This design comes from an exercise in tuning for small area, a short achievable clock period and few clock cycles on the open sky130 flow, not from production work.
Where RTL was checked, it was by simulation tests only, not by an equivalence proof against the original.
For run 2, only the layout was checked, not whether the RTL still works.

==> flow/design.v, too long to show whole: its modules and the start of the top module <==
// module kes_ctrl: 249 lines
// module kes_mul: 3162 lines
// module kes_datapath: 325 lines
// module kepler_equation_solver_unit: 100 lines
module kepler_equation_solver_unit #(
	parameter int MAX_ITERATIONS = 30
) (
	input  logic             clk,
	input  logic             arst_n,
	input  logic             start,
	output logic             busy,
	input  logic [31:0]      mean_anomaly,
	input  logic [27:0]      eccentricity,
	output logic             done,
	output logic [31:0]      eccentric_anomaly,
	output logic [4:0]       step_count,
	output logic             converged,
	input  logic             psel,
	input  logic             penable,
	input  logic             pwrite,
	input  logic [2:0]       paddr,
	input  logic [31:0]      pwdata,
	output logic [31:0]      prdata,
	output logic             pready
);
  // ...
==> flow/run.sh <==
#!/bin/bash
# synth_recipe.tcl (not shown) runs the flow's synth.tcl, then flattens the netlist and writes it again
# the make line also repeats each setting of config.mk as NAME=value (left out here)
make -C /OpenROAD-flow-scripts/flow DESIGN_CONFIG=/design/flow/config.mk WORK_HOME=/design/flow/orfs CLKGATE_MAP_FILE= SYNTH_SCRIPT=/design/flow/synth_recipe.tcl finish
==> flow/config.mk <==
export PLATFORM = sky130hd
export DESIGN_NAME = kepler_equation_solver_unit
export DESIGN_NICKNAME = kepler_equation_solver_unit
export VERILOG_FILES = /design/flow/design.v
export SDC_FILE = /design/flow/constraint.sdc
export NUM_CORES = 4
export LEC_CHECK = 0
export CAP_MARGIN = 20
export CORE_MARGIN = 2
export CORE_UTILIZATION = 40
export SETUP_SLACK_MARGIN = 5
export SLEW_MARGIN = 20
==> flow/constraint.sdc <==
create_clock -name core_clock -period 13.0 [get_ports {clk}]
set_input_delay 2.6000 -clock core_clock [delete_from_list [all_inputs] [get_ports {clk}]]
set_output_delay 2.6000 -clock core_clock [all_outputs]
set_load 0.01 [all_outputs]
==> reports/results.tsv, run 1 <==
stage	metric	value	unit
critical_path	critPathLaunchType	flop	
layout	area_growth	10.0	%
die	num_rows	180	
routing	vias_per_cell	5.57	
placement	dp_slack	6030	ps
layout	final_common_cell	inv_1	
clock_network	ctsHtreeMaxLevel	4	
layout	clkCellAreaFrac	4.37	%
layout	nFlopsAndLatches	1176	
layout	nFillCells	22697	
die	ioPinCount	174	
synthesis	synth_compound_area_share	11.4	%
layout	nNetsFinal	11213	
critical_path	cpLargestDelayFamily	simple AND/OR/NAND/NOR gates	
layout	nMultiInputCombCells	6722	
synthesis	synth_common_cells	1326 x inv_1, 948 x and2_1, 868 x fa_1	
routing	avgRoutedWirePerCell	23.2	um
layout	largestClassByArea	multi-input gates	
layout	multiInputGateArea	0.0585	mm2
sta	worst_pin_slew	1240	ps
layout	reg_top3	u_datapath.bea_q x64, u_datapath.ea_q x64, u_datapath.m_q x64	
run_status	status	complete, no violations	
critical_path	cp-startpoint	u_datapath.big_q	
critical_path	worst-setup-path-type	reg -> reg	
critical_path	cp_max_fo	24	
clock_network	cts_post_setup_buffers_inserted	0	
synthesis	seq_area_frac_synth	32.5	%
synthesis	yosysTopAreaCellShare	22.4	%
sta	rsz0062_at_grt	no	
global_route	grt_pass1_vias	72466	
Testbench counts, summed over its fixed seeds: cycles 135,079.
==> module kes_ctrl, before the edit <==
module kes_ctrl #(
	parameter int NDIV = 16
) (
	input  logic        clk,
	input  logic        arst_n,
	input  logic        start,
	input  logic        big,       
	input  logic        finish,    
	output logic        load,      
	output logic        lctx,
	output logic        pick,      
	output logic        pick_ctx,
	output logic        cur,       
	output logic [23:0] cw,        
	output logic        pctx,      
	output logic        p_t0,      
	output logic        p_tv,
	output logic        p_t1,
	output logic        p_k1,
	output logic        p_k2,
	output logic        p_div,
	output logic        p_dfirst,
	output logic        p_dlast,
	output logic        p_u2,
	output logic        bw,        
	output logic        bwctx,
	output logic        bslot,
	output logic [3:0]  osel,      
	output logic        busy,
	output logic        done
);
	function automatic logic [23:0] rom(input logic [4:0] pc);
		logic [4:0] sa;
		logic [3:0] sb, sr, kc;
		logic [2:0] sc, op;
		logic       cs;
		sa = '0; sb = '0; sr = 4'd15; sc = '0; op = '0; cs = 1'b0; kc = 4'd0;
		case (pc)
			5'd0:  begin op = 3'd1; end
			5'd1:  begin sa = 5'b00001; sb = 4'b0001; op = 3'd2; end
			5'd2:  begin op = 3'd6; end
			5'd3:  begin sa = 5'b00010; sr = 4'd0; op = 3'd3; end
			5'd4:  begin sa = 5'b00100; sr = 4'd5; end
			5'd5:  begin sa = 5'b00100; sb = 4'b0010; sc = 3'b001; kc = 4'd0; end
			5'd6:  begin sa = 5'b00100; sb = 4'b0010; sc = 3'b001; cs = 1'b1; kc = 4'd5; end
			5'd7:  begin sa = 5'b00010; sr = 4'd1; op = 3'd4; end
			5'd8:  begin sa = 5'b00010; sr = 4'd6; op = 3'd5; end
			5'd9:  begin sa = 5'b00100; sb = 4'b0010; sc = 3'b001; kc = 4'd1; end
			5'd10: begin sa = 5'b00100; sb = 4'b0010; sc = 3'b001; cs = 1'b1; kc = 4'd6; end
			5'd11: begin sa = 5'b00010; sr = 4'd2; op = 3'd4; end
			5'd12: begin sa = 5'b00010; sr = 4'd7; op = 3'd5; end
			5'd13: begin sa = 5'b00100; sb = 4'b0010; sc = 3'b001; kc = 4'd2; end
			5'd14: begin sa = 5'b00100; sb = 4'b0010; sc = 3'b001; cs = 1'b1; kc = 4'd7; end
			5'd15: begin sa = 5'b00010; sr = 4'd3; op = 3'd4; end
			5'd16: begin sa = 5'b00010; sr = 4'd8; op = 3'd5; end
			5'd17: begin sa = 5'b00100; sb = 4'b0010; sc = 3'b001; kc = 4'd3; end
			5'd18: begin sa = 5'b00100; sb = 4'b0010; sc = 3'b001; cs = 1'b1; kc = 4'd8; end
			5'd19: begin sa = 5'b00010; sr = 4'd4; op = 3'd4; end
			5'd20: begin sa = 5'b00010; sr = 4'd9; op = 3'd5; end
			5'd21: begin sa = 5'b01000; sb = 4'b0010; sc = 3'b010; kc = 4'd4; end
			5'd22: begin sa = 5'b00100; sb = 4'b0010; sc = 3'b001; cs = 1'b1; kc = 4'd9; end
			5'd23: begin sa = 5'b10000; sb = 4'b0100; end
			5'd24: begin sa = 5'b10000; sb = 4'b1000; sc = 3'b100; end
			default: ;
		endcase
		rom = {sa, sb, sr, sc, op, cs, kc};
	endfunction
	localparam logic [4:0] PC_LAST = 5'd22;
	localparam logic [2:0] C_FREE  = 3'd0;
	localparam logic [2:0] C_READY = 3'd1;
	localparam logic [2:0] C_MULT  = 3'd2;
	localparam logic [2:0] C_POST  = 3'd3;
	localparam logic [2:0] C_FIN   = 3'd4;
	localparam logic [2:0] C_OUT   = 3'd5;
	localparam logic [2:0] P_IDLE = 3'd0;
	localparam logic [2:0] P_T1   = 3'd1;
	localparam logic [2:0] P_K1   = 3'd2;
	localparam logic [2:0] P_K2   = 3'd3;
	localparam logic [2:0] P_K3   = 3'd4;
	localparam logic [2:0] P_DIV  = 3'd5;
	localparam logic [2:0] P_U1   = 3'd6;
	localparam logic [2:0] P_U2   = 3'd7;
	logic [2:0]  cs_q [2];
	logic [2:0]  cs_n [2];
	logic [2:0]  seq_q [2];
	logic [2:0]  bseq_q [2];
	logic [1:0]  bv_q, bv_n, bout_q;
	logic [2:0]  inseq_q, outseq_q;
	logic [3:0]  osel_q, osel_n;
	logic        mrun_q, mrun_n, cur_q, cur_n;
	logic [3:0]  tq_q, tq_n;
	logic        lastctx_q, lastctx_n;
	logic [4:0]  pc_q, pc_n;
	logic [2:0]  ps_q, ps_n;
	logic        pctx_q, pctx_n;
	logic [$clog2(NDIV)-1:0] divc_q, divc_n;
	logic [23:0] cw_q, cw_n;
	logic        dfirst_q, dlast_q;
	logic [1:0]  freeish, rdy, fin_now, o_ctx, o_buf, fin_wait;
	logic        older1;
	logic [2:0]  age0, age1;
	always_comb begin
		for (int c = 0; c < 2; c++)
			freeish[c] = (cs_q[c] == C_FREE) || (cs_q[c] == C_OUT);
		busy = !(freeish[0] || freeish[1]);
		load = start && !busy;
		lctx = !freeish[0];
		for (int c = 0; c < 2; c++) begin
			fin_now[c] = (ps_q == P_U2) && (pctx_q == c[0]);
			rdy[c] = (cs_q[c] == C_READY) || (fin_now[c] && !finish);
		end
		pick = ((mrun_q && (pc_q == PC_LAST)) || (!mrun_q && !tq_q[0])) && (rdy[0] || rdy[1]);
		age0 = seq_q[0] - outseq_q;
		age1 = seq_q[1] - outseq_q;
		older1 = age1 < age0;
		pick_ctx = (rdy[0] && rdy[1]) ? older1 : rdy[1];
		for (int c = 0; c < 2; c++) begin
			o_ctx[c] = (seq_q[c] == outseq_q)
			        && ((cs_q[c] == C_FIN) || (fin_now[c] && finish));
			o_buf[c] = bv_q[c] && !bout_q[c] && (bseq_q[c] == outseq_q);
			fin_wait[c] = (cs_q[c] == C_FIN) && !o_ctx[c];
		end
		osel_n = {o_buf, o_ctx};
		bw    = (fin_wait[0] || fin_wait[1]) && !(bv_q[0] && bv_q[1]);
		bwctx = !fin_wait[0];
		bslot = bv_q[0];
		bv_n  = bv_q & ~bout_q;
		if (bw)
			bv_n[bslot] = 1'b1;
		for (int c = 0; c < 2; c++) begin
			cs_n[c] = cs_q[c];
			case (cs_q[c])
				C_FREE, C_OUT: cs_n[c] = C_FREE;
				C_MULT:        if (tq_q[3] && (lastctx_q == c[0])) cs_n[c] = C_POST;
				C_POST:        if (fin_now[c])
				                   cs_n[c] = finish ? (o_ctx[c] ? C_OUT : C_FIN) : C_READY;
				C_FIN:         if (o_ctx[c])
				                   cs_n[c] = C_OUT;
				               else if (bw && (bwctx == c[0]))
				                   cs_n[c] = C_FREE;
				default: ;
			endcase
			if (rdy[c] && pick && (pick_ctx == c[0]))
				cs_n[c] = C_MULT;
			if (load && (lctx == c[0]))
				cs_n[c] = C_READY;
		end
		mrun_n    = mrun_q;
		cur_n     = cur_q;
		pc_n      = pc_q + 5'd1;
		tq_n      = {tq_q[2:0], mrun_q && (pc_q == PC_LAST)};
		lastctx_n = (mrun_q && (pc_q == PC_LAST)) ? cur_q : lastctx_q;
		if (mrun_q && (pc_q == PC_LAST))
			mrun_n = 1'b0;
		if (pick) begin
			mrun_n = 1'b1;
			cur_n  = pick_ctx;
			pc_n   = '0;
		end
		cw_n = mrun_n ? rom(pc_n) : '0;
		if (tq_n[0])
			cw_n = cw_n | rom(5'd23);
		if (tq_n[2])
			cw_n = cw_n | rom(5'd24);
		pctx_n = pctx_q;
		divc_n = '0;
		case (ps_q)
			P_K1:  ps_n = P_K2;
			P_K2:  ps_n = P_DIV;
			P_DIV: begin
				ps_n   = P_DIV;
				divc_n = divc_q + 1'b1;
				if ((divc_q == '0) && big)
					ps_n = P_U2;
				if (divc_q == ($clog2(NDIV))'(NDIV - 1))
					ps_n = P_U2;
			end
			default: ps_n = P_IDLE;
		endcase
		if (tq_q[3]) begin
			ps_n   = P_K1;
			pctx_n = lastctx_q;
		end
	end
	always_ff @(posedge clk or negedge arst_n) begin
		if (!arst_n) begin
			cs_q[0]   <= C_FREE;
			cs_q[1]   <= C_FREE;
			seq_q[0]  <= '0;
			seq_q[1]  <= '0;
			bseq_q[0] <= '0;
			bseq_q[1] <= '0;
			bv_q      <= '0;
			bout_q    <= '0;
			inseq_q   <= '0;
			outseq_q  <= '0;
			osel_q    <= '0;
			mrun_q    <= 1'b0;
			tq_q      <= '0;
			lastctx_q <= 1'b0;
			cur_q     <= 1'b0;
			pc_q      <= '0;
			ps_q      <= P_IDLE;
			pctx_q    <= 1'b0;
			divc_q    <= '0;
			cw_q      <= '0;
			dfirst_q  <= 1'b0;
			dlast_q   <= 1'b0;
		end else begin
			cs_q[0]  <= cs_n[0];
			cs_q[1]  <= cs_n[1];
			if (load) begin
				seq_q[lctx] <= inseq_q;
				inseq_q     <= inseq_q + 3'd1;
			end
			if (bw)
				bseq_q[bslot] <= seq_q[bwctx];
			bv_q     <= bv_n;
			bout_q   <= o_buf;
			outseq_q <= outseq_q + 3'(|osel_n);
			osel_q   <= osel_n;
			mrun_q   <= mrun_n;
			tq_q     <= tq_n;
			lastctx_q <= lastctx_n;
			cur_q    <= cur_n;
			pc_q     <= pc_n;
			ps_q     <= ps_n;
			pctx_q   <= pctx_n;
			divc_q   <= divc_n;
			cw_q     <= cw_n;
			dfirst_q <= ps_q == P_K2;
			dlast_q  <= (ps_q == P_DIV) && (divc_q == ($clog2(NDIV))'(NDIV - 2)) && !((divc_q == '0) && big);
		end
	end
	assign cur   = cur_q;
	assign cw    = cw_q;
	assign pctx  = pctx_q;
	assign p_t1  = tq_q[2];
	assign p_t0  = tq_q[0];
	assign p_tv  = tq_q[1];
	assign p_k1  = ps_q == P_K1;
	assign p_k2  = ps_q == P_K2;
	assign p_div = ps_q == P_DIV;
	assign p_dfirst = dfirst_q;
	assign p_dlast  = dlast_q;
	assign p_u2  = ps_q == P_U2;
	assign osel  = osel_q;
	assign done  = |osel_q;
endmodule
==> module kes_datapath, before the edit <==
module kes_datapath #(
	parameter int MAX_ITERATIONS = 30,
	localparam int CW = $clog2(MAX_ITERATIONS + 1),
	localparam int QB = 32
) (
	input  logic               clk,
	input  logic               load,
	input  logic               lctx,
	input  logic               pick,
	input  logic               pick_ctx,
	input  logic               cur,
	input  logic [23:0]        cw,
	input  logic               pctx,
	input  logic               p_t0,
	input  logic               p_tv,
	input  logic               p_t1,
	input  logic               p_k1,
	input  logic               p_k2,
	input  logic               p_div,
	input  logic               p_dfirst,
	input  logic               p_dlast,
	input  logic               p_u2,
	input  logic               bw,
	input  logic               bwctx,
	input  logic               bslot,
	input  logic [3:0]         osel,
	input  logic signed [31:0] mean_anomaly,
	input  logic [27:0]        eccentricity,
	input  logic [27:0]        tolerance,
	output logic               big,
	output logic               finish,
	output logic signed [31:0] eccentric_anomaly,
	output logic [4:0]         step_count,
	output logic               converged
);
	logic [4:0] sa;
	logic [3:0] sb;
	logic [3:0] sr;
	logic [2:0] sc;
	logic [2:0] op;
	logic       cs;
	logic [3:0] kc;
	assign {sa, sb, sr, sc, op, cs, kc} = cw;
	logic signed [31:0] m_q [2];
	logic signed [31:0] ea_q [2];
	logic [27:0]        e_q [2];
	logic [CW-1:0]      cnt_q [2];
	logic               conv_q [2];
	logic signed [31:0] bea_q [2];
	logic [CW-1:0]      bcnt_q [2];
	logic               bconv_q [2];
	logic [27:0]        ecur_q;
	logic [4:0]         kpos_q, kneg_q;
	logic [1:0]         kq_q;
	logic signed [34:0] x0_q;
	logic [29:0]        a_q;
	logic               xneg_q;
	logic [1:0]         quad_q;
	logic [29:0]        y_q, v_q;
	logic [8:0]         ns_q, nc_q;
	logic [29:0]        opa_q;
	logic [30:0]        opb_q;
	logic [29:0]        opc_q, opc2_q;
	logic               msk_q, cupm2_q;
	logic [8:0]         qe9_q, n9_q;
	logic [3:0]         kc_q;
	logic [30:0]        pes_q, pcr_q;
	logic               peven_q, psneg_q, pcneg_q;
	logic signed [35:0] d4_q, f_q, nf_q;
	logic               fneg_q, fzero_q, big_q;
	logic [30:0]        d_q;
	logic [32:0]        d3_q;
	logic [30:0]        rem_q;
	logic [QB-1:0]      rq_q;
	logic [27:0]        dq_q;
	function automatic logic signed [34:0] fold_t(input int j);
		case (j)
			0:       fold_t = 35'sd843314856;
			1:       fold_t = 35'sd2529944569;
			2:       fold_t = 35'sd4216574282;
			3:       fold_t = 35'sd5903203995;
			default: fold_t = 35'sd7589833708;
		endcase
	endfunction
	function automatic logic signed [34:0] fold_kh(input int j);
		case (j)
			0:       fold_kh = 35'sd1686629713;
			1:       fold_kh = 35'sd3373259426;
			2:       fold_kh = 35'sd5059889139;
			3:       fold_kh = 35'sd6746518852;
			default: fold_kh = 35'sd8433148565;
		endcase
	endfunction
	logic signed [34:0] x0, kh, xp, xn;
	logic [4:0]         kpos, kneg;
	logic [1:0]         kq;
	logic [29:0]        fa;
	always_comb begin
		x0 = $signed({ea_q[cur][31], ea_q[cur], 2'b00});
		kpos = '0;
		kneg = '0;
		kq = 2'd0;
		for (int j = 0; j < 5; j++) begin
			if (x0 > fold_t(j)) begin
				kpos = 5'd1 << j;
				kq   = 2'(j + 1);
			end else if (x0 < -fold_t(j)) begin
				kneg = 5'd1 << j;
				kq   = 2'(-(j + 1));
			end
		end
		kh = '0;
		for (int j = 0; j < 5; j++)
			kh = kh | ({35{kpos_q[j]}} & fold_kh(j)) | ({35{kneg_q[j]}} & -fold_kh(j));
		xp = x0_q - kh;
		xn = kh - x0_q;
		fa = xp[34] ? xn[29:0] : xp[29:0];
	end
	logic [60:0] prod;
	logic [28:0] qe;
	logic [8:0]  nsel;
	logic [7:0]  kk;
	logic [8:0]  rr9;
	logic        cup;
	logic [29:0] opa_n;
	logic [30:0] opb_n;
	logic [29:0] opc_n;
	kes_mul u_mul (
		.clk (clk),
		.a   (opa_q),
		.b   (opb_q),
		.c   (opc2_q & ~{30{cupm2_q}}),
		.p   (prod)
	);
	assign qe   = prod[60:32];
	assign nsel = cs ? nc_q : ns_q;
	assign kk   = kes_pkg::horner_k(kc_q);
	assign rr9  = n9_q - 9'(qe9_q * kk);
	assign cup  = rr9 >= {1'b0, kk};
	always_comb begin
		opa_n = ({30{sa[0]}} & fa)
		      | ({30{sa[1]}} & prod[59:30])
		      | ({30{sa[2]}} & y_q)
		      | ({30{sa[3]}} & a_q)
		      | ({30{sa[4]}} & {2'b0, ecur_q});
		opb_n = ({31{sb[0]}} & {1'b0, fa})
		      | ({31{sb[1]}} & {2'b01, ~qe})
		      | ({31{sb[2]}} & prod[60:30])
		      | ({31{sb[3]}} & {1'b0, ~v_q})
		      | kes_pkg::horner_r(sr);
		opc_n = ({30{sc[0]}} & y_q)
		      | ({30{sc[1]}} & a_q)
		      | ({30{sc[2]}} & {2'b0, ecur_q});
	end
	logic               sneg, cneg;
	logic [35:0]        psx, npsx;
	logic [32:0]        pcx;
	logic signed [35:0] f_n, nf_n;
	logic signed [32:0] d33;
	logic [30:0]        d_n;
	logic [35:0]        mag;
	always_comb begin
		sneg = psneg_q;
		cneg = pcneg_q;
		psx  = sneg ? {5'b0, pes_q} : ~{5'b0, pes_q};
		npsx = ~psx;
		pcx  = cneg ? {2'b0, pcr_q} : ~{2'b0, pcr_q};
	end
	assign f_n  = d4_q + $signed(psx) + 36'(!sneg);
	assign nf_n = $signed(~d4_q) + $signed(npsx) + (sneg ? 36'sd2 : 36'sd1);
	assign d33  = $signed({2'b0, kes_pkg::ONE30}) + $signed(pcx) + 33'(!cneg);
	assign d_n  = (d33 < 33'sd1) ? 31'd1 : d33[30:0];
	assign mag  = fneg_q ? nf_q : f_q;
	assign big  = (mag[35:33] != 3'd0) || (mag[32:0] >= {1'b0, d_q, 1'b0});
	logic [32:0] sh, d1, d2;
	logic [30:0] rem_n;
	logic [1:0]  dig;
	assign d1 = {2'b0, d_q};
	assign d2 = {1'b0, d_q, 1'b0};
	assign sh = p_dfirst ? mag[32:0] : {rem_q, rq_q[QB-1:QB-2]};
	always_comb begin
		if ((sh >= d3_q) && !p_dfirst) begin
			rem_n = 31'(sh - d3_q);
			dig   = 2'd3;
		end else if ((sh >= d2) && !p_dfirst) begin
			rem_n = 31'(sh - d2);
			dig   = 2'd2;
		end else if (sh >= d1) begin
			rem_n = 31'(sh - d1);
			dig   = 2'd1;
		end else begin
			rem_n = sh[30:0];
			dig   = 2'd0;
		end
	end
	logic [28:0]        qhi, qhi1;
	logic               qbig;
	logic [27:0]        dq_last, dq;
	logic               conv_n;
	logic signed [33:0] ea_w, dq_s, ea_n;
	logic signed [31:0] ea_sat;
	logic [CW-1:0]      cnt_next;
	assign qhi     = rq_q[28:0];
	assign qbig    = rq_q[28] || (rq_q[27] && ((rq_q[26:0] != 27'd0) || (dig != 2'd0)));
	assign qhi1    = qhi + 29'd1;
	assign dq_last = qbig ? kes_pkg::DQ_MAX : (dig[1] ? qhi1[27:0] : qhi[27:0]);
	assign dq      = big_q ? kes_pkg::DQ_MAX : dq_q;
	assign conv_n  = dq <= tolerance;
	assign ea_w = $signed({{2{ea_q[pctx][31]}}, ea_q[pctx]});
	assign dq_s = $signed({6'b0, dq});
	always_comb begin
		if (fzero_q)
			ea_n = ea_w;
		else if (fneg_q)
			ea_n = ea_w + dq_s;
		else
			ea_n = ea_w - dq_s;
		if (ea_n > 34'sd2147483647)
			ea_sat = 32'sh7fff_ffff;
		else if (ea_n < -34'sd2147483648)
			ea_sat = 32'sh8000_0000;
		else
			ea_sat = ea_n[31:0];
	end
	assign cnt_next = cnt_q[pctx] + CW'(1);
	assign finish   = conv_n || (cnt_next == CW'(MAX_ITERATIONS));
	always_ff @(posedge clk) begin
		for (int c = 0; c < 2; c++) begin
			if (load && (lctx == c[0])) begin
				m_q[c]   <= mean_anomaly;
				ea_q[c]  <= mean_anomaly;
				e_q[c]   <= eccentricity;
				cnt_q[c] <= '0;
			end
			if (p_u2 && (pctx == c[0])) begin
				ea_q[c]   <= ea_sat;
				cnt_q[c]  <= cnt_next;
				conv_q[c] <= conv_n;
			end
		end
		if (bw) begin
			bea_q[bslot]   <= ea_q[bwctx];
			bcnt_q[bslot]  <= cnt_q[bwctx];
			bconv_q[bslot] <= conv_q[bwctx];
		end
		opa_q <= opa_n;
		opb_q <= opb_n;
		opc_q   <= opc_n;
		msk_q   <= sc[0] | sc[1];
		qe9_q   <= qe[8:0];
		n9_q    <= nsel;
		kc_q    <= kc;
		opc2_q  <= opc_q;
		cupm2_q <= msk_q & cup;
		if (op == 3'd1) begin
			x0_q   <= x0;
			kpos_q <= kpos;
			kneg_q <= kneg;
			kq_q   <= kq;
		end
		if (op == 3'd2) begin
			a_q    <= fa;
			xneg_q <= xp[34];
			quad_q <= kq_q;
		end
		if (op == 3'd6)
			ecur_q <= e_q[cur];
		if (op == 3'd3) begin
			y_q  <= prod[59:30];
			ns_q <= prod[38:30];
			nc_q <= prod[38:30];
		end
		if (op == 3'd4)
			ns_q <= prod[38:30];
		if (op == 3'd5)
			nc_q <= prod[38:30];
		if (p_t0) begin
			peven_q <= !quad_q[0];
			case (quad_q)
				2'd0:    begin psneg_q <= xneg_q;  pcneg_q <= 1'b0; end
				2'd1:    begin psneg_q <= 1'b0;    pcneg_q <= !xneg_q; end
				2'd2:    begin psneg_q <= !xneg_q; pcneg_q <= 1'b1; end
				default: begin psneg_q <= 1'b1;    pcneg_q <= xneg_q; end
			endcase
		end
		if (p_tv)
			v_q <= prod[60:31];
		if (p_t1) begin
			if (peven_q)
				pes_q <= prod[58:28];
			else
				pcr_q <= prod[58:28];
		end
		if (p_k1) begin
			if (peven_q)
				pcr_q <= prod[58:28];
			else
				pes_q <= prod[58:28];
			d4_q    <= 36'($signed({ea_q[pctx][31], ea_q[pctx]}) - $signed({m_q[pctx][31], m_q[pctx]})) <<< 2;
		end
		if (p_k2) begin
			f_q    <= f_n;
			nf_q   <= nf_n;
			fneg_q <= f_n[35];
			d_q    <= d_n;
		end
		if (p_dfirst) begin
			big_q   <= big;
			fzero_q <= mag == 36'd0;
			d3_q    <= {2'b0, d_q} + {1'b0, d_q, 1'b0};
		end
		if (p_div) begin
			rem_q <= rem_n;
			rq_q  <= p_dfirst ? {30'b0, dig} : {rq_q[QB-3:0], dig};
		end
		if (p_dlast)
			dq_q <= dq_last;
	end
	assign eccentric_anomaly = ({32{osel[0]}} & ea_q[0]) | ({32{osel[1]}} & ea_q[1])
	                         | ({32{osel[2]}} & bea_q[0]) | ({32{osel[3]}} & bea_q[1]);
	assign step_count        = 5'(({CW{osel[0]}} & cnt_q[0]) | ({CW{osel[1]}} & cnt_q[1])
	                         | ({CW{osel[2]}} & bcnt_q[0]) | ({CW{osel[3]}} & bcnt_q[1]));
	assign converged         = (osel[0] & conv_q[0]) | (osel[1] & conv_q[1])
	                         | (osel[2] & bconv_q[0]) | (osel[3] & bconv_q[1]);
endmodule
==> module kepler_equation_solver_unit, before the edit <==
module kepler_equation_solver_unit #(
	parameter int MAX_ITERATIONS = 30
) (
	input  logic             clk,
	input  logic             arst_n,
	input  logic             start,
	output logic             busy,
	input  logic [31:0]      mean_anomaly,
	input  logic [27:0]      eccentricity,
	output logic             done,
	output logic [31:0]      eccentric_anomaly,
	output logic [4:0]       step_count,
	output logic             converged,
	input  logic             psel,
	input  logic             penable,
	input  logic             pwrite,
	input  logic [2:0]       paddr,
	input  logic [31:0]      pwdata,
	output logic [31:0]      prdata,
	output logic             pready
);
	logic [27:0] tol_q;
	logic        load, lctx, pick, pick_ctx, cur, pctx, big, finish, bw, bwctx, bslot;
	logic [3:0]  osel;
	logic        p_t0, p_tv, p_t1, p_k1, p_k2, p_div, p_dfirst, p_dlast, p_u2;
	logic [23:0] cw;
	logic [31:0] prdata_q;
	assign pready = 1'b1;
	assign prdata = prdata_q;
	always_ff @(posedge clk or negedge arst_n) begin
		if (!arst_n)
			tol_q <= 28'd1;
		else if (psel && penable && pwrite && (paddr[2] == 1'b0))
			tol_q <= pwdata[27:0];
	end
	always_ff @(posedge clk)
		prdata_q <= (paddr[2] == 1'b0) ? {4'b0, tol_q} : 32'd0;
	kes_ctrl u_ctrl (
		.clk      (clk),
		.arst_n   (arst_n),
		.start    (start),
		.big      (big),
		.finish   (finish),
		.load     (load),
		.lctx     (lctx),
		.pick     (pick),
		.pick_ctx (pick_ctx),
		.cur      (cur),
		.cw       (cw),
		.pctx     (pctx),
		.p_t0     (p_t0),
		.p_tv     (p_tv),
		.p_t1     (p_t1),
		.p_k1     (p_k1),
		.p_k2     (p_k2),
		.p_div    (p_div),
		.p_dfirst (p_dfirst),
		.p_dlast  (p_dlast),
		.p_u2     (p_u2),
		.bw       (bw),
		.bwctx    (bwctx),
		.bslot    (bslot),
		.osel     (osel),
		.busy     (busy),
		.done     (done)
	);
	kes_datapath #(
		.MAX_ITERATIONS (MAX_ITERATIONS)
	) u_datapath (
		.clk               (clk),
		.load              (load),
		.lctx              (lctx),
		.pick              (pick),
		.pick_ctx          (pick_ctx),
		.cur               (cur),
		.cw                (cw),
		.pctx              (pctx),
		.p_t0              (p_t0),
		.p_tv              (p_tv),
		.p_t1              (p_t1),
		.p_k1              (p_k1),
		.p_k2              (p_k2),
		.p_div             (p_div),
		.p_dfirst          (p_dfirst),
		.p_dlast           (p_dlast),
		.p_u2              (p_u2),
		.bw                (bw),
		.bwctx             (bwctx),
		.bslot             (bslot),
		.osel              (osel),
		.mean_anomaly      (mean_anomaly),
		.eccentricity      (eccentricity),
		.tolerance         (tol_q),
		.big               (big),
		.finish            (finish),
		.eccentric_anomaly (eccentric_anomaly),
		.step_count        (step_count),
		.converged         (converged)
	);
endmodule
==> run 2, diff against run 1 <==
--- a/flow/design.v
+++ b/flow/design.v
@@ -41,5 +41,8 @@
 endpackage
 module kes_ctrl #(
-	parameter int NDIV = 16
+	parameter int NDIV = 16,
+	parameter int NB = 6,                  
+	localparam int BW = $clog2(NB),
+	localparam int SW = $clog2(NB + 2) + 1  
 ) (
 	input  logic        clk,
@@ -66,6 +69,6 @@
 	output logic        bw,        
 	output logic        bwctx,
-	output logic        bslot,
-	output logic [3:0]  osel,      
+	output logic [BW-1:0] bslot,
+	output logic [NB+1:0] osel,    
 	output logic        busy,
 	output logic        done
@@ -124,9 +127,9 @@
 	logic [2:0]  cs_q [2];
 	logic [2:0]  cs_n [2];
-	logic [2:0]  seq_q [2];
-	logic [2:0]  bseq_q [2];
-	logic [1:0]  bv_q, bv_n, bout_q;
-	logic [2:0]  inseq_q, outseq_q;
-	logic [3:0]  osel_q, osel_n;
+	logic [SW-1:0] seq_q [2];
+	logic [SW-1:0] bseq_q [NB];
+	logic [NB-1:0] bv_q, bv_n, bout_q, o_buf;
+	logic [SW-1:0] inseq_q, outseq_q;
+	logic [NB+1:0] osel_q, osel_n;
 	logic        mrun_q, mrun_n, cur_q, cur_n;
 	logic [3:0]  tq_q, tq_n;
@@ -138,7 +141,7 @@
 	logic [23:0] cw_q, cw_n;
 	logic        dfirst_q, dlast_q;
-	logic [1:0]  freeish, rdy, fin_now, o_ctx, o_buf, fin_wait;
+	logic [1:0]  freeish, rdy, fin_now, o_ctx, fin_wait;
 	logic        older1;
-	logic [2:0]  age0, age1;
+	logic [SW-1:0] age0, age1;
 	always_comb begin
 		for (int c = 0; c < 2; c++)
@@ -159,11 +162,15 @@
 			o_ctx[c] = (seq_q[c] == outseq_q)
 			        && ((cs_q[c] == C_FIN) || (fin_now[c] && finish));
-			o_buf[c] = bv_q[c] && !bout_q[c] && (bseq_q[c] == outseq_q);
 			fin_wait[c] = (cs_q[c] == C_FIN) && !o_ctx[c];
 		end
+		for (int b = 0; b < NB; b++)
+			o_buf[b] = bv_q[b] && !bout_q[b] && (bseq_q[b] == outseq_q);
 		osel_n = {o_buf, o_ctx};
-		bw    = (fin_wait[0] || fin_wait[1]) && !(bv_q[0] && bv_q[1]);
+		bw    = (fin_wait[0] || fin_wait[1]) && !(&bv_q);
 		bwctx = !fin_wait[0];
-		bslot = bv_q[0];
+		bslot = '0;
+		for (int b = NB - 1; b >= 0; b--)
+			if (!bv_q[b])
+				bslot = BW'(b);
 		bv_n  = bv_q & ~bout_q;
 		if (bw)
@@ -230,6 +237,6 @@
 			seq_q[0]  <= '0;
 			seq_q[1]  <= '0;
-			bseq_q[0] <= '0;
-			bseq_q[1] <= '0;
+			for (int b = 0; b < NB; b++)
+				bseq_q[b] <= '0;
 			bv_q      <= '0;
 			bout_q    <= '0;
@@ -253,5 +260,5 @@
 			if (load) begin
 				seq_q[lctx] <= inseq_q;
-				inseq_q     <= inseq_q + 3'd1;
+				inseq_q     <= inseq_q + SW'(1);
 			end
 			if (bw)
@@ -259,5 +266,5 @@
 			bv_q     <= bv_n;
 			bout_q   <= o_buf;
-			outseq_q <= outseq_q + 3'(|osel_n);
+			outseq_q <= outseq_q + SW'(|osel_n);
 			osel_q   <= osel_n;
 			mrun_q   <= mrun_n;
@@ -3453,4 +3460,6 @@
 module kes_datapath #(
 	parameter int MAX_ITERATIONS = 30,
+	parameter int NB = 6,
+	localparam int BW = $clog2(NB),
 	localparam int CW = $clog2(MAX_ITERATIONS + 1),
 	localparam int QB = 32
@@ -3475,6 +3484,6 @@
 	input  logic               bw,
 	input  logic               bwctx,
-	input  logic               bslot,
-	input  logic [3:0]         osel,
+	input  logic [BW-1:0]      bslot,
+	input  logic [NB+1:0]      osel,
 	input  logic signed [31:0] mean_anomaly,
 	input  logic [27:0]        eccentricity,
@@ -3499,7 +3508,7 @@
 	logic [CW-1:0]      cnt_q [2];
 	logic               conv_q [2];
-	logic signed [31:0] bea_q [2];
-	logic [CW-1:0]      bcnt_q [2];
-	logic               bconv_q [2];
+	logic signed [31:0] bea_q [NB];
+	logic [CW-1:0]      bcnt_q [NB];
+	logic               bconv_q [NB];
 	logic [27:0]        ecur_q;
 	logic [4:0]         kpos_q, kneg_q;
@@ -3769,10 +3778,25 @@
 			dq_q <= dq_last;
 	end
-	assign eccentric_anomaly = ({32{osel[0]}} & ea_q[0]) | ({32{osel[1]}} & ea_q[1])
-	                         | ({32{osel[2]}} & bea_q[0]) | ({32{osel[3]}} & bea_q[1]);
-	assign step_count        = 5'(({CW{osel[0]}} & cnt_q[0]) | ({CW{osel[1]}} & cnt_q[1])
-	                         | ({CW{osel[2]}} & bcnt_q[0]) | ({CW{osel[3]}} & bcnt_q[1]));
-	assign converged         = (osel[0] & conv_q[0]) | (osel[1] & conv_q[1])
-	                         | (osel[2] & bconv_q[0]) | (osel[3] & bconv_q[1]);
+	always_comb begin
+		logic signed [31:0] r_ea;
+		logic [CW-1:0]      r_cnt;
+		logic               r_conv;
+		r_ea   = '0;
+		r_cnt  = '0;
+		r_conv = 1'b0;
+		for (int c = 0; c < 2; c++) begin
+			r_ea   = r_ea | ({32{osel[c]}} & ea_q[c]);
+			r_cnt  = r_cnt | ({CW{osel[c]}} & cnt_q[c]);
+			r_conv = r_conv | (osel[c] & conv_q[c]);
+		end
+		for (int b = 0; b < NB; b++) begin
+			r_ea   = r_ea | ({32{osel[b + 2]}} & bea_q[b]);
+			r_cnt  = r_cnt | ({CW{osel[b + 2]}} & bcnt_q[b]);
+			r_conv = r_conv | (osel[b + 2] & bconv_q[b]);
+		end
+		eccentric_anomaly = r_ea;
+		step_count        = 5'(r_cnt);
+		converged         = r_conv;
+	end
 endmodule
 module kepler_equation_solver_unit #(
@@ -3798,6 +3822,8 @@
 );
 	logic [27:0] tol_q;
-	logic        load, lctx, pick, pick_ctx, cur, pctx, big, finish, bw, bwctx, bslot;
-	logic [3:0]  osel;
+	localparam int NB = 6;
+	logic        load, lctx, pick, pick_ctx, cur, pctx, big, finish, bw, bwctx;
+	logic [$clog2(NB)-1:0] bslot;
+	logic [NB+1:0] osel;
 	logic        p_t0, p_tv, p_t1, p_k1, p_k2, p_div, p_dfirst, p_dlast, p_u2;
 	logic [23:0] cw;
@@ -3813,5 +3839,7 @@
 	always_ff @(posedge clk)
 		prdata_q <= (paddr[2] == 1'b0) ? {4'b0, tol_q} : 32'd0;
-	kes_ctrl u_ctrl (
+	kes_ctrl #(
+		.NB (NB)
+	) u_ctrl (
 		.clk      (clk),
 		.arst_n   (arst_n),
@@ -3843,5 +3871,6 @@
 	);
 	kes_datapath #(
-		.MAX_ITERATIONS (MAX_ITERATIONS)
+		.MAX_ITERATIONS (MAX_ITERATIONS),
+		.NB             (NB)
 	) u_datapath (
 		.clk               (clk),
==> flow/flow/run.sh (new file) <==
#!/bin/bash
set -euo pipefail
bash standard.sh finish SETUP_SLACK_MARGIN=7 > flow_make.log 2>&1
==> flow/standard.sh (new file) <==
#!/bin/bash
# synth_recipe.tcl (not shown) runs the flow's synth.tcl, then flattens the netlist and writes it again
# the make line also repeats each setting of config.mk as NAME=value (left out here)
make -C /OpenROAD-flow-scripts/flow DESIGN_CONFIG=/design/flow/config.mk WORK_HOME=/design/flow/orfs CLKGATE_MAP_FILE= SYNTH_SCRIPT=/design/flow/synth_recipe.tcl "${@:-finish}"
--- a/flow/config.mk
+++ b/flow/config.mk
@@ -9,4 +9,3 @@
 export CORE_MARGIN = 2
 export CORE_UTILIZATION = 40
-export SETUP_SLACK_MARGIN = 5
 export SLEW_MARGIN = 20
removed: flow/run.sh
==> run 2 against run 1 <==
Register-to-register slack improved by 960 ps; die area rose by 7.4%; sequential share of layout area rose by 2.6 points; worst setup slack improved by 960 ps; cell count rose by 4.7%; maximum frequency rose by 17%; clock-buffer cell count rose by 27; hold slack improved by 9.0 ps; cell area rose by 7.7%; wire length rose by 7.5%.
==> reports/results.tsv, run 2 <==
stage	metric	value	unit	change
die	die_h	512	um	
critical_path	cp_num_buf_inv	3		
critical_path	cp_max_fo	67		+180%
layout	largest_register_ff_count	192		
run_status	status	complete, no violations		
critical_path	cp_slowest_cell	a211oi_2		
synthesis	ys_warn_count	13		
synthesis	synth-edff-count	871		
placement	gp_congestion	0.949		
synthesis	synth_top_cell_by_area	edfxtp_1		
placement	port_buffers	162		
min_path	hold_end	u_datapath.opc2_q[4]		
critical_path	cpPeakStageDelay	500	ps	
layout	max_flop_register	u_datapath.bea_q		
routing	drtIter0Drc	7567		
sta	min_period_over_period	43.8	%	
sta	maxSlewHeadroom	18.0	%	
sta	hold_viol	0		
synthesis	seq_area_frac_synth	35.4	%	+2.9 points
clock_network	hold_buffers	0		
die	dieWidth	512	um	
critical_path	r2r_end	u_datapath.rem_q[0]		
clock_network	clkSinkCount	1358		
layout	final_util	44.4	%	
synthesis	ys_top_cells_by_area	edfxtp_1 25%, fa_1 17%, ha_1 7.5%		
critical_path	critPathLaunchType	flop		
clock_network	ctsHtreeMaxLevel	4		unchanged
critical_path	crit_path_end_kind	flop		
clock_network	clk_pin_slew	70	ps	
layout	reg_top3	u_datapath.bea_q x192, u_datapath.ea_q x64, u_datapath.m_q x64		
critical_path	path_cells	buf_8 -> mux2i_1 -> nand2_1 -> o21ai_0 -> inv_1 -> ha_1 -> a21oi_1 -> nand2_1 -> o2bb2ai_1 -> a211oi_2 -> a211o_1 -> a41oi_2 -> a31oi_4 -> buf_6 -> nand3b_1 -> mux2_1 -> a211oi_1 -> a21oi_1		
global_route	grt_max_degree	71		
synthesis	synth_cell_type_count	132		
synthesis	yosysTopAreaCellShare	25.3	%	+2.9 points
sta	worst_pin_slew	1230	ps	-12.0 ps
synthesis	yosysMostFrequentCell	inv_1		
clock_network	clk_latency	830	ps	
global_route	grt_overflow_total	0		
sta	rsz0062_at_grt	no		
layout	nFillCells	24155		+6.4%
sta	setup_violations	0		
die	coreArea	0.257	mm2	
critical_path	r2r_start	u_datapath.fneg_q		
routing	dr.pass1.iters	8		
global_route	grt_use_total	24.2	%	
die	num_rows	186		+3.3%
critical_path	critical_path_required	13520	ps	
synthesis	synth_async_sr_flop_share	9.65	%	
synthesis	ys_ff_latch	1358		
min_path	min_from	u_datapath.opc_q[4]		
global_route	grt_pass1_vias	76483		+5.5%
layout	area_growth	10.2	%	
clock_network	cts_max_path_buffers	3		
critical_path	worst-setup-path-type	reg -> reg		
routing	vias	76101		
die	ioPinCount	174		unchanged
sta	slew_violations	0		
routing	avgRoutedWirePerCell	23.8	um	+2.6%
routing	drc	0		
placement	dpl.hpwl	227000	um	
clock_network	cts_tree	yes		
clock_network	numCtsBuffers	151		
synthesis	syn_inst	10060		
layout	mostFrequentLayoutCells	1326 x inv_1, 942 x and2_1, 871 x edfxtp_1, 868 x fa_1, 620 x ha_1		
synthesis	netlist_area	0.103	mm2	
sta	max_freq	0.176	GHz	
die	initial_core_util	40.3	%	
sta	period_minus_slack	5690	ps	
layout	layout-drive-gt1-share	7.38	%	
synthesis	ys.flop_type	edfxtp_1		
critical_path	rr_worst_depth	18		
min_path	min_path_cells	0		
sta	fin_hold_ws	313	ps	
global_route	antenna_found_initial	28		
clock_network	cts-root-buf	clkbuf_16		
layout	final_common_cell	inv_1		
sta	setup-tns-final	0	ps	
die	die_area	0.263	mm2	
critical_path	cpLargestDelayFamily	compound AO/OA/AOI/OAI gates		
routing	vias_per_cell	5.61		+0.70%
synthesis	syn_area_per_cell	10.3	um2	
critical_path	arrival	6210	ps	
critical_path	r2r_setup_slack	7310	ps	
layout	nNetsFinal	11640		+3.8%
global_route	grt_pass1_wl	482000	um	
min_path	hold_path_class	reg -> reg		
routing	postRouteAntennaNets	0		
sta	skew	48.5	ps	
job	cap_violations	0		
routing	drt-total-wl	323000	um	
synthesis	synth_common_cells	1327 x inv_1, 942 x and2_1, 871 x edfxtp_1		
run 2: metrics by stage:
step | worst slack [ps] | instance area (um2) | instances
6_report | 7310 | 114000 | 13566
5_1_grt | 7050 | 114000 | 13562
4_1_cts | 7000 | 114000 | 13553
3_5_place_dp | 6240 | 109000 | 13273
3_3_place_gp | 6430 | 109000 | 13273
2_1_floorplan | 7140 | 103000 | 10063
run 2: worst register-to-register path, stage by stage, from the launching register on:
cell,delay (ps)
edfxtp_1,360
buf_8,430
mux2i_1,480
nand2_1,100
o21ai_0,220
inv_1,180
ha_1,410
a21oi_1,150
nand2_1,140
o2bb2ai_1,300
a211oi_2,500
a211o_1,220
a41oi_2,190
a31oi_4,330
buf_6,420
nand3b_1,300
mux2_1,370
a211oi_1,240
a21oi_1,60
run 2: cell families after synthesis:
| logic type | count (synthesis) | share of synthesized area, % |
|---|---|---|
| and+or+nand+nor | 2799 | 14.5 |
| AOI/OAI and AO/OA | 1837 | 11.9 |
| buffers and inverters | 1780 | 6.57 |
| adders and majority gates | 1496 | 24.4 |
| DFF | 1358 | 35.4 |
| xor gates and xnor gates | 453 | 3.84 |
| muxes | 335 | 3.54 |
| other | 2 | 0.00726 |
run 2: worst max path at each step:
stage | cells past startpoint | from | slack (ps) | to
after floorplan | 2 | start | 7140 | u_datapath.cnt_q[1][0]
after global placement | 17 | u_ctrl.dfirst_q | 6430 | u_datapath.dq_q[14]
after detailed placement | 17 | u_ctrl.dfirst_q | 6240 | u_datapath.dq_q[24]
after CTS | 20 | u_datapath.big_q | 7000 | u_datapath.ea_q[1][18]
after global routing | 18 | u_datapath.fneg_q | 7050 | u_datapath.rem_q[0]
final | 18 | u_datapath.fneg_q | 7310 | u_datapath.rem_q[0]
run 2: what timing repair did:
item                       4_1_cts  5_1_grt
pin swaps                        1        2
setup buffers                    2        5
gates resized for setup          6       12
cloned                           1        0
setup endpoints to repair      117       88
run 2: layer usage:
metal  vias up  track usage [%]  wire (um)
li1      34110                -          -
met1     38301             32.1     135000
met2      3071             38.9     150000
met3       607             4.11      23700
met4        12             10.1      14200
met5         -                0         80
run 2: final cells by class:
type	instances	area (um2)	area share (%)
antenna	7	17.5	0.0154
clock buffer	205	4200	3.68
clock inverter	72	1010	0.886
inverter	1333	5000	4.39
multi-input combinational	6926	60300	52.9
sequential	1358	36600	32.1
tap	3384	4230	3.71
timing repair buffer	281	2600	2.28
==> run 3, diff against run 2 <==
--- a/flow/design.v
+++ b/flow/design.v
@@ -83,8 +83,7 @@
 			5'd0:  begin op = 3'd1; end
 			5'd1:  begin sa = 5'b00001; sb = 4'b0001; op = 3'd2; end
-			5'd2:  begin op = 3'd6; end
 			5'd3:  begin sa = 5'b00010; sr = 4'd0; op = 3'd3; end
 			5'd4:  begin sa = 5'b00100; sr = 4'd5; end
-			5'd5:  begin sa = 5'b00100; sb = 4'b0010; sc = 3'b001; kc = 4'd0; end
+			5'd5:  begin sa = 5'b00100; sb = 4'b0010; sc = 3'b001; kc = 4'd0; op = 3'd6; end
 			5'd6:  begin sa = 5'b00100; sb = 4'b0010; sc = 3'b001; cs = 1'b1; kc = 4'd5; end
 			5'd7:  begin sa = 5'b00010; sr = 4'd1; op = 3'd4; end
@@ -3522,5 +3521,5 @@
 	logic [29:0]        opa_q;
 	logic [30:0]        opb_q;
-	logic [29:0]        opc_q, opc2_q;
+	logic [2:0]         sc1_q, sc2_q;
 	logic               msk_q, cupm2_q;
 	logic [8:0]         qe9_q, n9_q;
@@ -3529,4 +3528,5 @@
 	logic               peven_q, psneg_q, pcneg_q;
 	logic signed [35:0] d4_q, f_q, nf_q;
+	logic signed [31:0] pea_q;
 	logic               fneg_q, fzero_q, big_q;
 	logic [30:0]        d_q;
@@ -3586,10 +3586,10 @@
 	logic [29:0] opa_n;
 	logic [30:0] opb_n;
-	logic [29:0] opc_n;
+	logic [29:0] opc;
 	kes_mul u_mul (
 		.clk (clk),
 		.a   (opa_q),
 		.b   (opb_q),
-		.c   (opc2_q & ~{30{cupm2_q}}),
+		.c   (opc),
 		.p   (prod)
 	);
@@ -3610,7 +3610,7 @@
 		      | ({31{sb[3]}} & {1'b0, ~v_q})
 		      | kes_pkg::horner_r(sr);
-		opc_n = ({30{sc[0]}} & y_q)
-		      | ({30{sc[1]}} & a_q)
-		      | ({30{sc[2]}} & {2'b0, ecur_q});
+		opc   = (({30{sc2_q[0]}} & y_q)
+		      | ({30{sc2_q[1]}} & a_q)
+		      | ({30{sc2_q[2]}} & {2'b0, ecur_q})) & ~{30{cupm2_q}};
 	end
 	logic               sneg, cneg;
@@ -3668,5 +3668,5 @@
 	assign dq      = big_q ? kes_pkg::DQ_MAX : dq_q;
 	assign conv_n  = dq <= tolerance;
-	assign ea_w = $signed({{2{ea_q[pctx][31]}}, ea_q[pctx]});
+	assign ea_w = $signed({{2{pea_q[31]}}, pea_q});
 	assign dq_s = $signed({6'b0, dq});
 	always_comb begin
@@ -3707,10 +3707,10 @@
 		opa_q <= opa_n;
 		opb_q <= opb_n;
-		opc_q   <= opc_n;
+		sc1_q   <= sc;
 		msk_q   <= sc[0] | sc[1];
 		qe9_q   <= qe[8:0];
 		n9_q    <= nsel;
 		kc_q    <= kc;
-		opc2_q  <= opc_q;
+		sc2_q   <= sc1_q;
 		cupm2_q <= msk_q & cup;
 		if (op == 3'd1) begin
@@ -3754,4 +3754,5 @@
 		end
 		if (p_k1) begin
+			pea_q   <= ea_q[pctx];
 			if (peven_q)
 				pcr_q <= prod[58:28];
==> flow/flow/run.sh (replaced) <==
#!/bin/bash
set -euo pipefail
bash standard.sh finish SETUP_SLACK_MARGIN=8 > flow_make.log 2>&1
==> run 3 against run 2 <==
Worst setup slack gained 600 ps; flip-flop and latch count shrank 22; critical endpoint is now u_datapath.opb_q[15]; synthesized area decreased by 1.0%; die area is 0.99% lower; wire length is 1.7% higher; largest cell class unchanged; still clean.
==> reports/results.tsv, run 3 <==
stage	metric	value	unit	change
run_status	status	complete, no violations		
global_route	grt_overflow_total	0		unchanged
die	initial_core_util	40.3	%	about the same
sta	min_period_over_period	39.1	%	-4.6 points
clock_network	ctsHtreeMaxLevel	4		unchanged
critical_path	r2r_setup_slack	7910	ps	+600 ps
synthesis	syn_area_per_cell	10.3	um2	+0.33%
sta	setup-tns-final	0	ps	unchanged
die	die_area	0.260	mm2	-0.99%
critical_path	arrival	5800	ps	-410 ps
routing	wl_met3	28600	um	+20%
critical_path	rr_worst_depth	22		+4
min_path	min_from	u_datapath.sc1_q[0]		
clock_network	cts-root-buf	clkbuf_16		
clock_network	clk_latency	840	ps	about the same
layout	reg_top3	u_datapath.bea_q x192, u_datapath.ea_q x64, u_datapath.m_q x64		
sta	period_minus_slack	5090	ps	-604 ps
placement	gp_congestion	0.919		-3.2%
synthesis	ys_ff_latch	1336		-1.6%
die	coreArea	0.254	mm2	-0.99%
routing	dr.pass1.iters	8		unchanged
global_route	grt_max_degree	85		+20%
die	die_h	510	um	-0.50%
placement	dp_slack	5850	ps	-394 ps
routing	vias_per_cell	5.60		-0.19%
sta	max_freq	0.197	GHz	+12%
synthesis	synth_common_cells	1303 x inv_1, 934 x and2_1, 903 x edfxtp_1		
routing	met2RoutedLength	151000	um	+0.96%
clock_network	numCtsBuffers	153		+1.3%
sta	setup_violations	0		unchanged
critical_path	crit_path_end_kind	flop		
layout	layout-drive-gt1-share	11.9	%	+4.5 points
critical_path	critPathLaunchType	flop		
min_path	min_path_cells	0		unchanged
clock_network	clkSinkCount	1336		-1.6%
layout	largest_register_ff_count	192		unchanged
sta	slew_violations	0		unchanged
global_route	grt_pass1_wl	485000	um	+0.65%
synthesis	synth_cell_type_count	113		-14%
die	ioPinCount	174		unchanged
sta	worst_pin_slew	1180	ps	-45.2 ps
routing	wl_met1	138000	um	+1.6%
sta	rsz0062_at_grt	yes		
placement	postPlaceCellArea	0.108	mm2	-0.78%
critical_path	worst-setup-path-type	reg -> reg		
routing	drt-total-wl	328000	um	+1.7%
synthesis	yosysMostFrequentCell	inv_1		
routing	drtIter0Drc	8159		+7.8%
routing	avgRoutedWirePerCell	24.1	um	+1.3%
synthesis	ys_warn_count	13		unchanged
critical_path	r2r_end	u_datapath.opb_q[15]		
routing	postRouteAntennaNets	0		unchanged
synthesis	synth-edff-count	903		+3.7%
layout	max_flop_register	u_datapath.bea_q		
critical_path	critical_path_required	13710	ps	+190 ps
sta	skew	59.9	ps	+11.4 ps
layout	stdcell_area	0.117	mm2	+2.4%
sta	hold_viol	0		unchanged
global_route	grt_use_total	24.8	%	+0.65 points
synthesis	ys_top_cells_by_area	edfxtp_1 26%, fa_1 17%, ha_1 7.6%		
synthesis	synth_top_cell_by_area	edfxtp_1		
placement	port_buffers	162		unchanged
synthesis	netlist_area	0.102	mm2	-1.0%
sta	fin_ws	7910	ps	+604 ps
placement	dpl.hpwl	226000	um	-0.39%
layout	final-seq-area	0.0366	mm2	-0.22%
synthesis	synth_async_sr_flop_share	9.81	%	+0.16 points
clock_network	clk_pin_slew	60	ps	about the same
clock_network	cts_max_path_buffers	3		unchanged
layout	multiInputGateArea	0.0613	mm2	+1.7%
min_path	hold_end	u_datapath.sc2_q[0]		
min_path	hold_path_class	reg -> reg		
global_route	antenna_found_initial	45		+61%
layout	area_growth	14.1	%	
routing	highest_layer	met5		
job	cap_violations	0		unchanged
synthesis	yosysTopAreaCellShare	26.5	%	+1.2 points
die	num_rows	185		-0.54%
clock_network	cts_tree	yes		
clock_network	hold_buffers	0		unchanged
global_route	grt_pass1_vias	76691		+0.27%
die	dieWidth	510	um	-0.50%
sta	maxSlewHeadroom	20.9	%	+2.9 points
layout	nFillCells	23359		-3.3%
synthesis	ys.flop_type	edfxtp_1		
routing	drc	0		unchanged
layout	mostFrequentLayoutCells	1293 x inv_1, 932 x and2_1, 903 x edfxtp_1, 867 x fa_1, 595 x ha_1		
critical_path	r2r_start	u_datapath.sc2_q[0]		
synthesis	seq_area_frac_synth	35.6	%	+0.24 points
routing	vias	76222		+0.16%
layout	final_common_cell	inv_1		
layout	nNetsFinal	11690		+0.43%
synthesis	syn_inst	9927		-1.3%
critical_path	cp_max_fo	15		-78%
==> run 3: cell count changes after synthesis, moves of 21 or more <==
cell,before,now
dfxtp_1,356,302
edfxtp_1,871,903
inv_1,1327,1303
nand2b_1,85,54
nor2_1,474,522
nor2_2,0,21
nor2b_1,141,107
xnor2_1,292,334
xor2_1,160,131
==> run 3: repair_timing <==
item                       in CTS  in global routing
setup buffers                  72                 72
resized for setup             301                290
pin swaps                      58                103
gates cloned                    7                  5
setup endpoints to repair     422                328
==> run 3: metal layers <==
metal  track usage [%]  up-vias
met3              5.08      581
met2              39.4     3276
met5                 0        -
met4              8.23       18
li1                  -    33949
met1              33.8    38398
==> run 3: cell type report <==
cell class,count,area share (%)
multi-input cells,6858,52.5
clock buffers,198,3.59
well taps,3366,3.61
inverters,1311,4.24
flip-flops and latches,1336,31.3
repair buffers,442,3.76
clock inverters,87,0.955
diodes,16,0.0343
==> run 3: kinds of logic after synthesis <==
group	Yosys count	share of synthesized area (%)
simple gates	2749	14.0
compound gates	1788	11.6
buf+inv	1738	6.47
fa+ha+maj	1507	24.7
flops	1336	35.6
xor+xnor	467	4.01
mux	340	3.59
other cells	2	0.00733
==> run 3: worst max-delay path, cell delays in order (launching register included) <==
cell and delay [ps]:
dfxtp_4 360, buf_12 130, clkbuf_16 180, a222oi_1 490
nor2_2 240, fa_1 540, ha_1 310, nand2_2 80
nor3_4 210, inv_1 70, o211ai_1 260, a22oi_2 100
buf_6 160, a2111oi_4 310, buf_6 190, o21bai_4 110
buf_6 170, a21boi_4 210, buf_6 130, o31a_1 130
buf_6 140, clkinvlp_4 90, a221o_1 340
==> run 3: how the worst max path moves through the flow <==
stage,end,start,depth (start not counted)
6_report,u_datapath.opb_q[15],u_datapath.sc2_q[0],22
5_1_grt,u_datapath.ea_q[1][23],u_datapath.big_q,25
4_1_cts,converged,u_ctrl.bout_q[2],4
3_5_place_dp,u_datapath.dq_q[0],u_ctrl.dfirst_q,19
3_3_place_gp,u_datapath.dq_q[5],u_ctrl.dfirst_q,20
2_1_floorplan,u_datapath.dq_q[17],u_ctrl.dfirst_q,22
==> run 3: per-stage QoR <==
stage          hold slack (ps)  utilization (%)  cells
6_report                   306             45.9  13614
5_1_grt                    318             45.9  13601
3_3_place_gp               311             42.3  13157
2_1_floorplan              310                -   9930
3_5_place_dp               312             42.3  13157
4_1_cts                    313             45.2  13521
Testbench counts of run 3, summed over its fixed seeds: cycles 123,189.
==> run 4, diff against run 3 <==
==> flow/flow/run.sh (replaced) <==
#!/bin/bash
set -euo pipefail
bash standard.sh finish SETUP_SLACK_MARGIN=7 > flow_make.log 2>&1
==> run 4 against run 3 <==
Via count down 1.6%; critical path depth down 6; sequential share of layout area up 0.83 points; maximum frequency down 15%; core utilization down 1.2 points; synthesized area unchanged; clock skew up 39 ps; synthesized cell count unchanged; register-to-register slack worse by 910 ps; critical endpoint is now u_datapath.pcr_q[26].
==> reports/results.tsv, run 4 <==
stage	metric	value	unit	change
global_route	grt_overflow_total	0		unchanged
sta	min_period_over_period	46.1	%	+7.0 points
routing	dr.pass1.iters	7		-1
global_route	antenna_found_initial	35		-22%
synthesis	syn_inst	9927		unchanged
layout	max_flop_register	u_datapath.bea_q		
global_route	grt_use_total	24.3	%	-0.53 points
layout	final_common_cell	inv_1		
routing	drt-total-wl	319000	um	-3.0%
sta	skew	98.7	ps	+38.7 ps
synthesis	ys_warn_count	13		unchanged
sta	hold_viol	0		unchanged
die	die_area	0.260	mm2	unchanged
placement	gp_congestion	0.916		-0.32%
global_route	grt_max_degree	71		-16%
critical_path	crit_path_end_kind	flop		
critical_path	arrival	6670	ps	+870 ps
sta	setup_violations	0		unchanged
die	initial_core_util	40.3	%	unchanged
clock_network	clk_latency	860	ps	+20 ps
clock_network	numCtsBuffers	152		-0.65%
routing	avgRoutedWirePerCell	23.6	um	-2.0%
placement	port_buffers	162		unchanged
routing	vias	74980		-1.6%
clock_network	cts-root-buf	clkbuf_16		
critical_path	cp_max_fo	30		+15
synthesis	ys_top_cells_by_area	edfxtp_1 26%, fa_1 17%, ha_1 7.6%		
routing	drtIter0Drc	7631		-6.5%
synthesis	synth_common_cells	1303 x inv_1, 934 x and2_1, 903 x edfxtp_1		
sta	worst_pin_slew	1130	ps	-47.7 ps
synthesis	yosysMostFrequentCell	inv_1		
sta	max_freq	0.167	GHz	-15%
critical_path	path_cells	buf_4 -> a222oi_1 -> nor2_1 -> fa_1 -> ha_1 -> and4_1 -> o211ai_1 -> o21ai_1 -> a41oi_2 -> a2111oi_4 -> o21bai_1 -> o22ai_1 -> a31oi_1 -> o21bai_1 -> xnor2_4 -> mux2_2		
layout	nNetsFinal	11561		-1.1%
critical_path	worst-setup-path-type	reg -> reg		
placement	dp_slack	6060	ps	+211 ps
die	dieWidth	510	um	unchanged
layout	layout-drive-gt1-share	8.31	%	-3.6 points
sta	setup-tns-final	0	ps	unchanged
global_route	use_met1	33.1	%	-0.75 points
global_route	use_met3	4.90	%	-0.17 points
clock_network	clkSinkCount	1336		unchanged
layout	mostFrequentLayoutCells	1299 x inv_1, 934 x and2_1, 903 x edfxtp_1, 868 x fa_1, 618 x ha_1		
layout	area_growth	11.0	%	
die	coreArea	0.254	mm2	unchanged
clock_network	cts_max_path_buffers	3		unchanged
synthesis	synth_top_cell_by_area	edfxtp_1		
placement	dpl.hpwl	225000	um	-0.47%
die	die_h	510	um	unchanged
job	cap_violations	0		unchanged
synthesis	ys_ff_latch	1336		unchanged
synthesis	seq_area_frac_synth	35.6	%	unchanged
sta	fin_ws	7000	ps	-910 ps
sta	slew_violations	0		unchanged
global_route	grt.met2_usage	38.3	%	-1.1 points
clock_network	clk_pin_slew	60	ps	about the same
critical_path	cp_slowest_cell	a2111oi_4		
global_route	grt_pass1_vias	76048		-0.84%
min_path	hold_path_class	reg -> reg		
routing	drc	0		unchanged
synthesis	yosysTopAreaCellShare	26.5	%	unchanged
clock_network	cts_tree	yes		
synthesis	ys.flop_type	edfxtp_1		
synthesis	syn_area_per_cell	10.3	um2	unchanged
synthesis	synth_cell_type_count	113		unchanged
critical_path	critPathLaunchType	flop		
sta	maxSlewHeadroom	23.8	%	+2.9 points
critical_path	timing.critical_path.mode_cell	o21bai_1		
critical_path	critical_path_required	13670	ps	-40 ps
synthesis	synth-edff-count	903		unchanged
routing	postRouteAntennaNets	0		unchanged
global_route	grt_busiest_layer	met2		
synthesis	synth_async_sr_flop_share	9.81	%	unchanged
clock_network	ctsHtreeMaxLevel	4		unchanged
global_route	grt_pass1_wl	477000	um	-1.7%
sta	rsz0062_at_grt	no		
die	ioPinCount	174		unchanged
synthesis	netlist_area	0.102	mm2	unchanged
run_status	status	complete, no violations		
critical_path	cpPeakStageDelay	710	ps	+170 ps
layout	reg_top3	u_datapath.bea_q x192, u_datapath.ea_q x64, u_datapath.m_q x64		
sta	period_minus_slack	6000	ps	+910 ps
layout	largest_register_ff_count	192		unchanged
routing	vias_per_cell	5.56		-0.63%
clock_network	hold_buffers	0		unchanged
die	num_rows	185		unchanged
run 4: worst max-delay path, delay by kind of cell (launching register included):
kind | cells | cell delay [ps]
AOI/OAI and AO/OA | 9 | 3240
xor gates and xnor gates | 1 | 250
adders and majority gates | 2 | 870
buffers and inverters | 1 | 250
DFF | 1 | 300
muxes | 1 | 330
and+or+nand+nor | 2 | 520
run 4: metrics by stage:
stage / cell area (um2) / cells / util [%] / hold WS (ps)
2_1_floorplan: 102000 / 9930 / - / 310
3_3_place_gp: 108000 / 13158 / 42.4 / 310
3_5_place_dp: 108000 / 13158 / 42.4 / 315
4_1_cts: 113000 / 13459 / 44.6 / 329
5_1_grt: 114000 / 13471 / 44.7 / 336
6_report: 114000 / 13477 / 44.7 / 326
run 4: final timing paths:
path,to,slack [ps],start,depth (start not counted)
min,u_datapath.sc2_q[0],330,u_datapath.sc1_q[0],0
min in group asynchronous,tol_q[20],1830,arst_n,1
max reg2reg,u_datapath.pcr_q[26],7000,u_datapath.sc2_q[0],16
min reg2reg,u_datapath.sc2_q[0],330,u_datapath.sc1_q[0],0
max in group asynchronous,u_ctrl.bout_q[2],9790,arst_n,2
max,u_datapath.pcr_q[26],7000,u_datapath.sc2_q[0],16
run 4: cell families (layout without fill, tap and decap cells):
| kind of cell | after synthesis | in the layout | share of synthesized area [%] |
|---|---|---|---|
| AND/OR/NAND/NOR | 2749 | 2749 | 14.0 |
| AO/OA/AOI/OAI | 1788 | 1789 | 11.6 |
| buffers and inverters | 1738 | 1908 | 6.47 |
| adder cells (fa/ha/maj) | 1507 | 1507 | 24.7 |
| flip-flops | 1336 | 1336 | 35.6 |
| XOR/XNOR | 467 | 468 | 4.01 |
| multiplexers | 340 | 341 | 3.59 |
| other | 2 | 13 | 0.00733 |
run 4: what timing repair did:
| item | CTS | global route |
|---|---|---|
| buffers inserted | 14 | 10 |
| pin swaps | 4 | 5 |
| gates resized for setup | 27 | 39 |
| cloned | 3 | 0 |
| setup endpoints to repair | 175 | 158 |
run 4: layer usage:
layer  wire length [um]  up-vias  part of all wire, %
li1                   -    33703                    -
met1             133000    37531                   42
met2             145000     3093                   45
met3              28500      625                  8.9
met4              12000       28                  3.8
met5                170        -                0.053
run 4: final cells by class:
cell class,instances,area (um2)
Fill cell,23609,141000
Multi-Input combinational cell,6859,59800
Sequential cell,1336,36500
Inverter,1311,4930
Tap cell,3366,4210
Clock buffer,198,4170
Timing Repair Buffer,313,2850
Clock inverter,86,1120
Antenna cell,8,20.0

[re-timing with driven ports]
In the flow no input, the clock included, has a driving cell. The finished layouts below were timed again as built, in two steps.
Step 1 assumes that a clkbuf_16 drives the clock port and a buf_2 every other input.
Step 2 times the ports against the registers' clock, not the clock port: input delays grow and output delays shrink by t, the midpoint of the rising clock arrivals with the driver on.
a / b / c = no drivers / after step 1 / after step 2; a / b = the first two.
| run | t, ns | setup slack, ns | worst setup path after step 2 | latest minus earliest clock arrival (ns) |
|---|---|---|---|---|
| run 1 | 0.869 | 6.344 / 6.344 / 6.344 | register to register | 0.055 / 0.055 |
| run 2 | 0.889 | 7.309 / 7.309 / 7.309 | register to register | 0.049 / 0.049 |
| run 3 | 0.900 | 7.913 / 7.913 / 7.260 | input to register | 0.064 / 0.064 |
| run 4 | 0.905 | 7.003 / 7.003 / 7.003 | register to register | 0.100 / 0.100 |
After both steps setup and hold are still met in every run listed. For run 3, which loses most, drivers alone change the setup slack by 0.000 ns; drivers and shift together by -0.653 ns.
